This design comes from an exercise in tuning for small area on the open sky130 flow, not from production work.
At most, simulation tests tie the RTL to the original design; equivalence was not proved.
The clock port is modelled as an ideal driver; clocking choices that lean on that would not hold on a real chip.
Power and IR drop assume default switching activity.

==> inputs of 01-17 <==
==> flow/design.v <==
`default_nettype none
package muldiv_pkg;
	typedef enum logic [1:0] {
		op_shl = 2'd0,
		op_mul = 2'd1,
		op_div = 2'd2,
		op_shr = 2'd3
	} md_op_e;
	typedef logic [16-1:0] md_word_t;
endpackage
`default_nettype wire
`default_nettype none
module operand_issue (
	input  logic                                   start,
	input  muldiv_pkg::md_op_e                     op,
	input  logic                                   signed_mode,
	input  logic [1:0]                             src1_sel,
	input  logic [1:0]                             src2_sel,
	input  muldiv_pkg::md_word_t [4-1:0]    src_regs,
	output logic                                   valid,
	output logic                                   is_div,
	output logic                                   cin,
	output logic                                   neg,
	output muldiv_pkg::md_word_t                   opa,
	output muldiv_pkg::md_word_t                   opq
);
	localparam int W = 16;
	muldiv_pkg::md_word_t x;
	muldiv_pkg::md_word_t y;
	muldiv_pkg::md_word_t pow2;
	logic sdiv;
	logic sx;
	logic sy;
	logic use_y;
	logic inv;
	logic [W-1:0] low_nz;
	assign x = src_regs[src1_sel];
	assign y = src_regs[src2_sel];
	always_comb begin
		pow2 = '0;
		pow2[{1'b0, y[2:0]} + 4'd1] = 1'b1;
	end
	assign sdiv = signed_mode & (op == muldiv_pkg::op_div);
	assign sx = sdiv & x[W-1];
	assign sy = sdiv & y[W-1];
	assign low_nz[0] = 1'b0;
	for (genvar i = 1; i < W; i++) begin : g_nz
		assign low_nz[i] = |x[i-1:0];
	end
	assign valid = start;
	assign is_div = op[1];
	assign cin = op[1] & ~sy;
	assign neg = sx ^ sy;
	assign use_y = op[0] ^ op[1];
	assign inv = op[1] & ~sy;
	assign opa = {W{inv}} ^ (use_y ? y : pow2);
	assign opq = x ^ (low_nz & {W{sx}});
endmodule
`default_nettype wire
`default_nettype none
module muldiv_step #(
	parameter int ROW = 0
) (
	input  logic                 is_div,
	input  logic                 cin,
	input  logic [ROW:0]         p_in,      
	input  muldiv_pkg::md_word_t opa,
	input  muldiv_pkg::md_word_t opq_in,
	output logic [ROW:0]         p_out,
	output muldiv_pkg::md_word_t opq_out
);
	localparam int W = 16;
	localparam int QB = W - 1 - ROW;
	logic t;
	logic [ROW:0] in1;
	logic [ROW:0] sum;
	logic [ROW+1:0] c;
	logic upper_ones;
	logic sel;
	assign t = opq_in[QB];
	if (ROW == 0) begin : g_in0
		assign in1 = is_div & t;
	end else begin : g_in
		assign in1 = {p_in[ROW:1], is_div & t};
	end
	if (ROW + 1 <= 1) begin : g_ripple
		assign c[0] = cin;
		for (genvar i = 0; i <= ROW; i++) begin : g_fa
			assign sum[i] = in1[i] ^ opa[i] ^ c[i];
			assign c[i+1] = (in1[i] & opa[i]) | (in1[i] & c[i]) | (opa[i] & c[i]);
		end
	end else begin : g_prefix
		localparam int N = ROW + 1;
		localparam int L = (N > 8) ? 4 : (N > 4) ? 3 : (N > 2) ? 2 : 1;
		logic [N-1:0] pp;
		logic [N-1:0] gg [0:L];
		logic [N-1:0] pr [0:L];
		assign pp = in1 ^ opa[ROW:0];
		always_comb begin
			gg[0] = in1 & opa[ROW:0];
			pr[0] = pp;
		end
		for (genvar l = 0; l < L; l++) begin : g_lvl
			for (genvar i = 0; i < N; i++) begin : g_node
				if (((i >> l) & 1) == 1) begin : g_comb
					localparam int K = ((i >> l) << l) - 1;
					assign gg[l+1][i] = gg[l][i] | (pr[l][i] & gg[l][K]);
					assign pr[l+1][i] = pr[l][i] & pr[l][K];
				end else begin : g_pass
					assign gg[l+1][i] = gg[l][i];
					assign pr[l+1][i] = pr[l][i];
				end
			end
		end
		assign c[0] = cin;
		assign c[N:1] = gg[L] | (pr[L] & {N{cin}});
		assign sum = pp ^ c[ROW:0];
	end
	if (ROW == W - 1) begin : g_top
		assign upper_ones = 1'b1;
	end else begin : g_up
		assign upper_ones = &opa[W-1:ROW+1];
	end
	assign sel = is_div ? (c[ROW+1] & upper_ones) : t;
	if (ROW == W - 1) begin : g_last
		assign p_out = t ? sum : in1;
	end else begin : g_mid
		assign p_out = sel ? sum : in1;
	end
	always_comb begin
		opq_out = opq_in;
		opq_out[QB] = sel;
	end
endmodule
`default_nettype wire
`default_nettype none
module result_collect (
	input  logic                  clk,
	input  logic                  rst,
	input  logic                  valid,
	input  logic                  is_div,
	input  logic                  cin,
	input  logic                  neg,
	input  muldiv_pkg::md_word_t  opa,
	input  muldiv_pkg::md_word_t  prod,
	input  muldiv_pkg::md_word_t  quot,
	output muldiv_pkg::md_word_t  result,
	output logic                  done,
	output logic                  div_by_zero
);
	muldiv_pkg::md_word_t value_d;
	logic dbz;
	muldiv_pkg::md_word_t res_q;
	logic done_q;
	logic dbz_q;
	logic neg_q;
	assign dbz = is_div & cin & (&opa);
	assign value_d = is_div ? quot : prod;
	always_ff @(posedge clk or posedge rst) begin
		if (rst) begin
			res_q <= '0;
			neg_q <= 1'b0;
			done_q <= 1'b0;
			dbz_q <= 1'b0;
		end else begin
			done_q <= valid;
			dbz_q <= valid & dbz;
			if (valid) begin
				res_q <= value_d;
				neg_q <= neg & ~dbz;
			end
		end
	end
	assign result = neg_q ? -res_q : res_q;
	assign done = done_q;
	assign div_by_zero = dbz_q;
endmodule
`default_nettype wire
`default_nettype none
module muldiv_unit (
	input  logic                                   clk,
	input  logic                                   rst,
	input  logic                                   start,
	input  muldiv_pkg::md_op_e                     op,
	input  logic                                   signed_mode,
	input  logic [1:0]                             src1_sel,
	input  logic [1:0]                             src2_sel,
	input  muldiv_pkg::md_word_t [4-1:0]    src_regs,
	output muldiv_pkg::md_word_t                   result,
	output logic                                   done,
	output logic                                   div_by_zero
);
	localparam int W = 16;
	localparam logic [W-1:0] CUT = 16'b0001001001000100;
	logic [W:0]   valid_s;
	logic [W:0]   is_div_s;
	logic [W:0]   cin_s;
	logic [W:0]   neg_s;
	muldiv_pkg::md_word_t p_s   [0:W];
	muldiv_pkg::md_word_t opa_s [0:W];
	muldiv_pkg::md_word_t opq_s [0:W];
	operand_issue i_operand_issue (
		.start       (start),
		.op          (op),
		.signed_mode (signed_mode),
		.src1_sel    (src1_sel),
		.src2_sel    (src2_sel),
		.src_regs    (src_regs),
		.valid       (valid_s[0]),
		.is_div      (is_div_s[0]),
		.cin         (cin_s[0]),
		.neg         (neg_s[0]),
		.opa         (opa_s[0]),
		.opq         (opq_s[0])
	);
	assign p_s[0] = '0;
	for (genvar j = 0; j < W; j++) begin : g_row
		logic [j:0] p_in;
		logic [j:0] p_out;
		muldiv_pkg::md_word_t p_d;
		muldiv_pkg::md_word_t opq_d;
		if (j == 0) begin : g_p0
			assign p_in = 1'b0;
		end else begin : g_p
			assign p_in = {p_s[j][j-1:0], 1'b0};
		end
		muldiv_step #(
			.ROW (j)
		) i_muldiv_step (
			.is_div  (is_div_s[j]),
			.cin     (cin_s[j]),
			.p_in    (p_in),
			.opa     (opa_s[j]),
			.opq_in  (opq_s[j]),
			.p_out   (p_out),
			.opq_out (opq_d)
		);
		always_comb begin
			p_d = '0;
			p_d[j:0] = p_out;
		end
		if (CUT[j]) begin : g_reg
			logic valid_q;
			logic is_div_q;
			logic cin_q;
			logic neg_q;
			logic [j:0] p_q;
			muldiv_pkg::md_word_t opa_q;
			muldiv_pkg::md_word_t opq_q;
			always_ff @(posedge clk or posedge rst) begin
				if (rst) begin
					valid_q <= 1'b0;
				end else begin
					valid_q <= valid_s[j];
				end
			end
			always_ff @(posedge clk) begin
				is_div_q <= is_div_s[j];
				cin_q <= cin_s[j];
				neg_q <= neg_s[j];
				p_q <= p_out;
				opa_q <= opa_s[j];
				opq_q <= opq_d;
			end
			assign valid_s[j+1] = valid_q;
			assign is_div_s[j+1] = is_div_q;
			assign cin_s[j+1] = cin_q;
			assign neg_s[j+1] = neg_q;
			always_comb begin
				p_s[j+1] = '0;
				p_s[j+1][j:0] = p_q;
			end
			assign opa_s[j+1] = opa_q;
			assign opq_s[j+1] = opq_q;
		end else begin : g_wire
			assign valid_s[j+1] = valid_s[j];
			assign is_div_s[j+1] = is_div_s[j];
			assign cin_s[j+1] = cin_s[j];
			assign neg_s[j+1] = neg_s[j];
			assign p_s[j+1] = p_d;
			assign opa_s[j+1] = opa_s[j];
			assign opq_s[j+1] = opq_d;
		end
	end
	result_collect i_result_collect (
		.clk         (clk),
		.rst         (rst),
		.valid       (valid_s[W]),
		.is_div      (is_div_s[W]),
		.cin         (cin_s[W]),
		.neg         (neg_s[W]),
		.opa         (opa_s[W]),
		.prod        (p_s[W]),
		.quot        (opq_s[W]),
		.result      (result),
		.done        (done),
		.div_by_zero (div_by_zero)
	);
endmodule
`default_nettype wire
==> flow/flow/run.sh <==
#!/bin/bash
# Standard ORFS layout with smaller port buffers, a clock tree of clkbuf_8
# without dummy loads (heavily loaded clock buffers upsized after CTS), and
# power recovery on non-critical gates.
set -euo pipefail
cd "$(dirname "$0")/.."
W=$(pwd)
export BUFFER_PORTS_ARGS="-buffer_cell sky130_fd_sc_hd__buf_1"
export CTS_ARGS="-sink_clustering_enable -repair_clock_nets -buf_list sky130_fd_sc_hd__clkbuf_8 -dont_use_dummy_load"
export POST_CTS_TCL="$W/flow/post_cts.tcl"
export RECOVER_POWER=100
bash standard.sh synth > synth.log 2>&1
bash standard.sh > layout.log 2>&1
==> flow/flow/post_cts.tcl <==
# Upsize clock buffers that drive many flip-flops, to keep the clock slew low.
set n_up 0
foreach inst [[ord::get_db_block] getInsts] {
  set master [[$inst getMaster] getName]
  if { $master eq "sky130_fd_sc_hd__clkbuf_8" } {
    set net [[$inst findITerm X] getNet]
    if { $net ne "NULL" } {
      set loads [expr { [llength [$net getITerms]] - 1 }]
      if { $loads > 14 } {
        replace_cell [$inst getName] sky130_fd_sc_hd__clkbuf_16
        incr n_up
      }
    }
  }
}
puts "post_cts: upsized $n_up clock buffers"
if { $n_up > 0 } {
  detailed_placement
  check_placement -verbose
  estimate_parasitics -placement
}
==> flow/standard.sh <==
#!/bin/bash
# synth_recipe.tcl (not shown) runs the flow's synth.tcl, then flattens the netlist and writes it again
# the make line also repeats each setting of config.mk as NAME=value (left out here)
make -C /OpenROAD-flow-scripts/flow DESIGN_CONFIG=/design/flow/config.mk WORK_HOME=/design/flow/orfs CLKGATE_MAP_FILE= SYNTH_SCRIPT=/design/flow/synth_recipe.tcl "${@:-finish}"
==> flow/config.mk <==
export PLATFORM = sky130hd
export DESIGN_NAME = muldiv_unit
export DESIGN_NICKNAME = muldiv_unit
export VERILOG_FILES = /design/flow/design.v
export SDC_FILE = /design/flow/constraint.sdc
export NUM_CORES = 4
export LEC_CHECK = 0
export CAP_MARGIN = 20
export CORE_MARGIN = 2
export CORE_UTILIZATION = 65
export SLEW_MARGIN = 20
==> flow/constraint.sdc <==
create_clock -name core_clock -period 8.0 [get_ports {clk}]
set_input_delay 1.6000 -clock core_clock [delete_from_list [all_inputs] [get_ports {clk}]]
set_output_delay 1.6000 -clock core_clock [all_outputs]
set_load 0.01 [all_outputs]
==> inputs of 08-24, as changes to 01-17 <==
--- a/flow/design.v
+++ b/flow/design.v
@@ -84,5 +84,5 @@
 		assign in1 = {p_in[ROW:1], is_div & t};
 	end
-	if (ROW + 1 <= 1) begin : g_ripple
+	if (ROW + 1 <= 4) begin : g_ripple
 		assign c[0] = cin;
 		for (genvar i = 0; i <= ROW; i++) begin : g_fa
@@ -99,4 +99,5 @@
 		always_comb begin
 			gg[0] = in1 & opa[ROW:0];
+			gg[0][0] = (in1[0] & opa[0]) | (pp[0] & cin);
 			pr[0] = pp;
 		end
@@ -114,5 +115,5 @@
 		end
 		assign c[0] = cin;
-		assign c[N:1] = gg[L] | (pr[L] & {N{cin}});
+		assign c[N:1] = gg[L];
 		assign sum = pp ^ c[ROW:0];
 	end
@@ -123,9 +124,5 @@
 	end
 	assign sel = is_div ? (c[ROW+1] & upper_ones) : t;
-	if (ROW == W - 1) begin : g_last
-		assign p_out = t ? sum : in1;
-	end else begin : g_mid
-		assign p_out = sel ? sum : in1;
-	end
+	assign p_out = sel ? sum : in1;
 	always_comb begin
 		opq_out = opq_in;
@@ -192,5 +189,5 @@
 );
 	localparam int W = 16;
-	localparam logic [W-1:0] CUT = 16'b0001001001000100;
+	localparam logic [W-1:0] CUT = 16'b0001001001001000;
 	logic [W:0]   valid_s;
 	logic [W:0]   is_div_s;
==> flow/flow/run.sh (replaced) <==
#!/bin/bash
# Standard ORFS layout with smaller port buffers and a clock tree without dummy loads.
set -euo pipefail
cd "$(dirname "$0")/.."
export BUFFER_PORTS_ARGS="-buffer_cell sky130_fd_sc_hd__buf_1"
export CTS_ARGS="-sink_clustering_enable -repair_clock_nets -buf_list sky130_fd_sc_hd__clkbuf_8 -sink_clustering_size 12 -dont_use_dummy_load"
bash standard.sh synth > synth.log 2>&1
bash standard.sh > layout.log 2>&1
ABC_AREA = 1   (was default)
removed: flow/flow/post_cts.tcl
==> inputs of 01-19, as changes to 01-17 <==
--- a/flow/design.v
+++ b/flow/design.v
@@ -84,5 +84,5 @@
 		assign in1 = {p_in[ROW:1], is_div & t};
 	end
-	if (ROW + 1 <= 1) begin : g_ripple
+	if (ROW + 1 <= 4) begin : g_ripple
 		assign c[0] = cin;
 		for (genvar i = 0; i <= ROW; i++) begin : g_fa
@@ -99,4 +99,5 @@
 		always_comb begin
 			gg[0] = in1 & opa[ROW:0];
+			gg[0][0] = (in1[0] & opa[0]) | (pp[0] & cin);
 			pr[0] = pp;
 		end
@@ -114,5 +115,5 @@
 		end
 		assign c[0] = cin;
-		assign c[N:1] = gg[L] | (pr[L] & {N{cin}});
+		assign c[N:1] = gg[L];
 		assign sum = pp ^ c[ROW:0];
 	end
@@ -123,9 +124,5 @@
 	end
 	assign sel = is_div ? (c[ROW+1] & upper_ones) : t;
-	if (ROW == W - 1) begin : g_last
-		assign p_out = t ? sum : in1;
-	end else begin : g_mid
-		assign p_out = sel ? sum : in1;
-	end
+	assign p_out = sel ? sum : in1;
 	always_comb begin
 		opq_out = opq_in;
@@ -192,5 +189,5 @@
 );
 	localparam int W = 16;
-	localparam logic [W-1:0] CUT = 16'b0001001001000100;
+	localparam logic [W-1:0] CUT = 16'b0001001001001000;
 	logic [W:0]   valid_s;
 	logic [W:0]   is_div_s;
==> flow/flow/run.sh (replaced) <==
#!/bin/bash
# Standard ORFS layout with smaller port buffers and a clock tree without dummy loads.
set -euo pipefail
cd "$(dirname "$0")/.."
export BUFFER_PORTS_ARGS="-buffer_cell sky130_fd_sc_hd__buf_1"
export CTS_ARGS="-sink_clustering_enable -repair_clock_nets -buf_list sky130_fd_sc_hd__clkbuf_8 -sink_clustering_size 12 -dont_use_dummy_load"
bash standard.sh synth > synth.log 2>&1
bash standard.sh > layout.log 2>&1
ABC_AREA = 1   (was default)
CORE_UTILIZATION = 40   (was 65)
removed: flow/flow/post_cts.tcl
==> comparison table <==
metric                                                                 01-19                    01-17                     08-24
Number of vias after detailed routing                                  11900                    10400                     11900
Most instantiated library cell after synthesis                       nand2_1                  dfxtp_1                   nand2_1
Worst Path Max Fanout                                                     12                        7                        26
Status                                               complete, no violations  complete, no violations   complete, no violations
Required time at the worst-slack endpoint                            8.36 ns                  8.28 ns                   8.33 ns
Yosys warning total                                                     1023                     1063                      1023
Area share of the largest cell type after synthesis                    0.253                    0.264                     0.253
Grt met1 use                                                           0.256                    0.369                     0.356
Static Leakage                                                       7.34 nW                  5.98 nW                   7.30 nW
Switching power of the nets                                          2.19 mW                  2.55 mW                   2.14 mW
Met3 Wirelength                                                      1590 um                  1000 um                   1510 um
Final-layout non-clock buffer area share                              0.0356                   0.0344                    0.0316
Master of the slowest instance on the critical path                  dfxtp_1                   mux2_2                      fa_1
R2R Path Start                                       g_row[6].g_reg.is_div_q  g_row[2].g_reg.is_div_q  g_row[12].g_reg.is_div_q
Sequential power share                                                 0.294                    0.244                     0.295
Function not checked in 01-17: the RTL went through the layout flow alone.

==> static timing again, ports no longer ideal <==
Ports are ideal in the flow. The routed layouts listed here were re-timed in OpenROAD.
Step 1 (the two cells are an assumption about what drives the block):
set clk [get_ports {clk}]
set_driving_cell -lib_cell sky130_fd_sc_hd__clkbuf_16 $clk
set_driving_cell -lib_cell sky130_fd_sc_hd__buf_2 [delete_from_list [all_inputs] $clk]
Step 2, shift: input delay + t, output delay - t, t = (earliest + latest rising clock arrival at the registers) / 2. This alone moves slack from input paths to output paths.
Slacks: ideal / step 1 / step 2; pairs: ideal / step 1.
| run | t, ns | slack for setup (ns) | worst setup path at the end | latest minus earliest clock arrival (ns) | cell pins on the clock port's net |
|---|---|---|---|---|---|
| 01-17 | 0.419 | 0.576 / 0.576 / 0.405 | input to register | 0.022 / 0.022 | 1 |
| 08-24 | 0.478 | 0.671 / 0.671 / 0.443 | input to register | 0.046 / 0.045 | 1 |
| 01-19 | 0.492 | 0.715 / 0.715 / 0.312 | input to register | 0.049 / 0.049 | 1 |
After both steps setup and hold are still met in every run listed. For 01-19, which loses most, drivers alone change the setup slack by 0.000 ns; drivers and shift together by -0.403 ns.
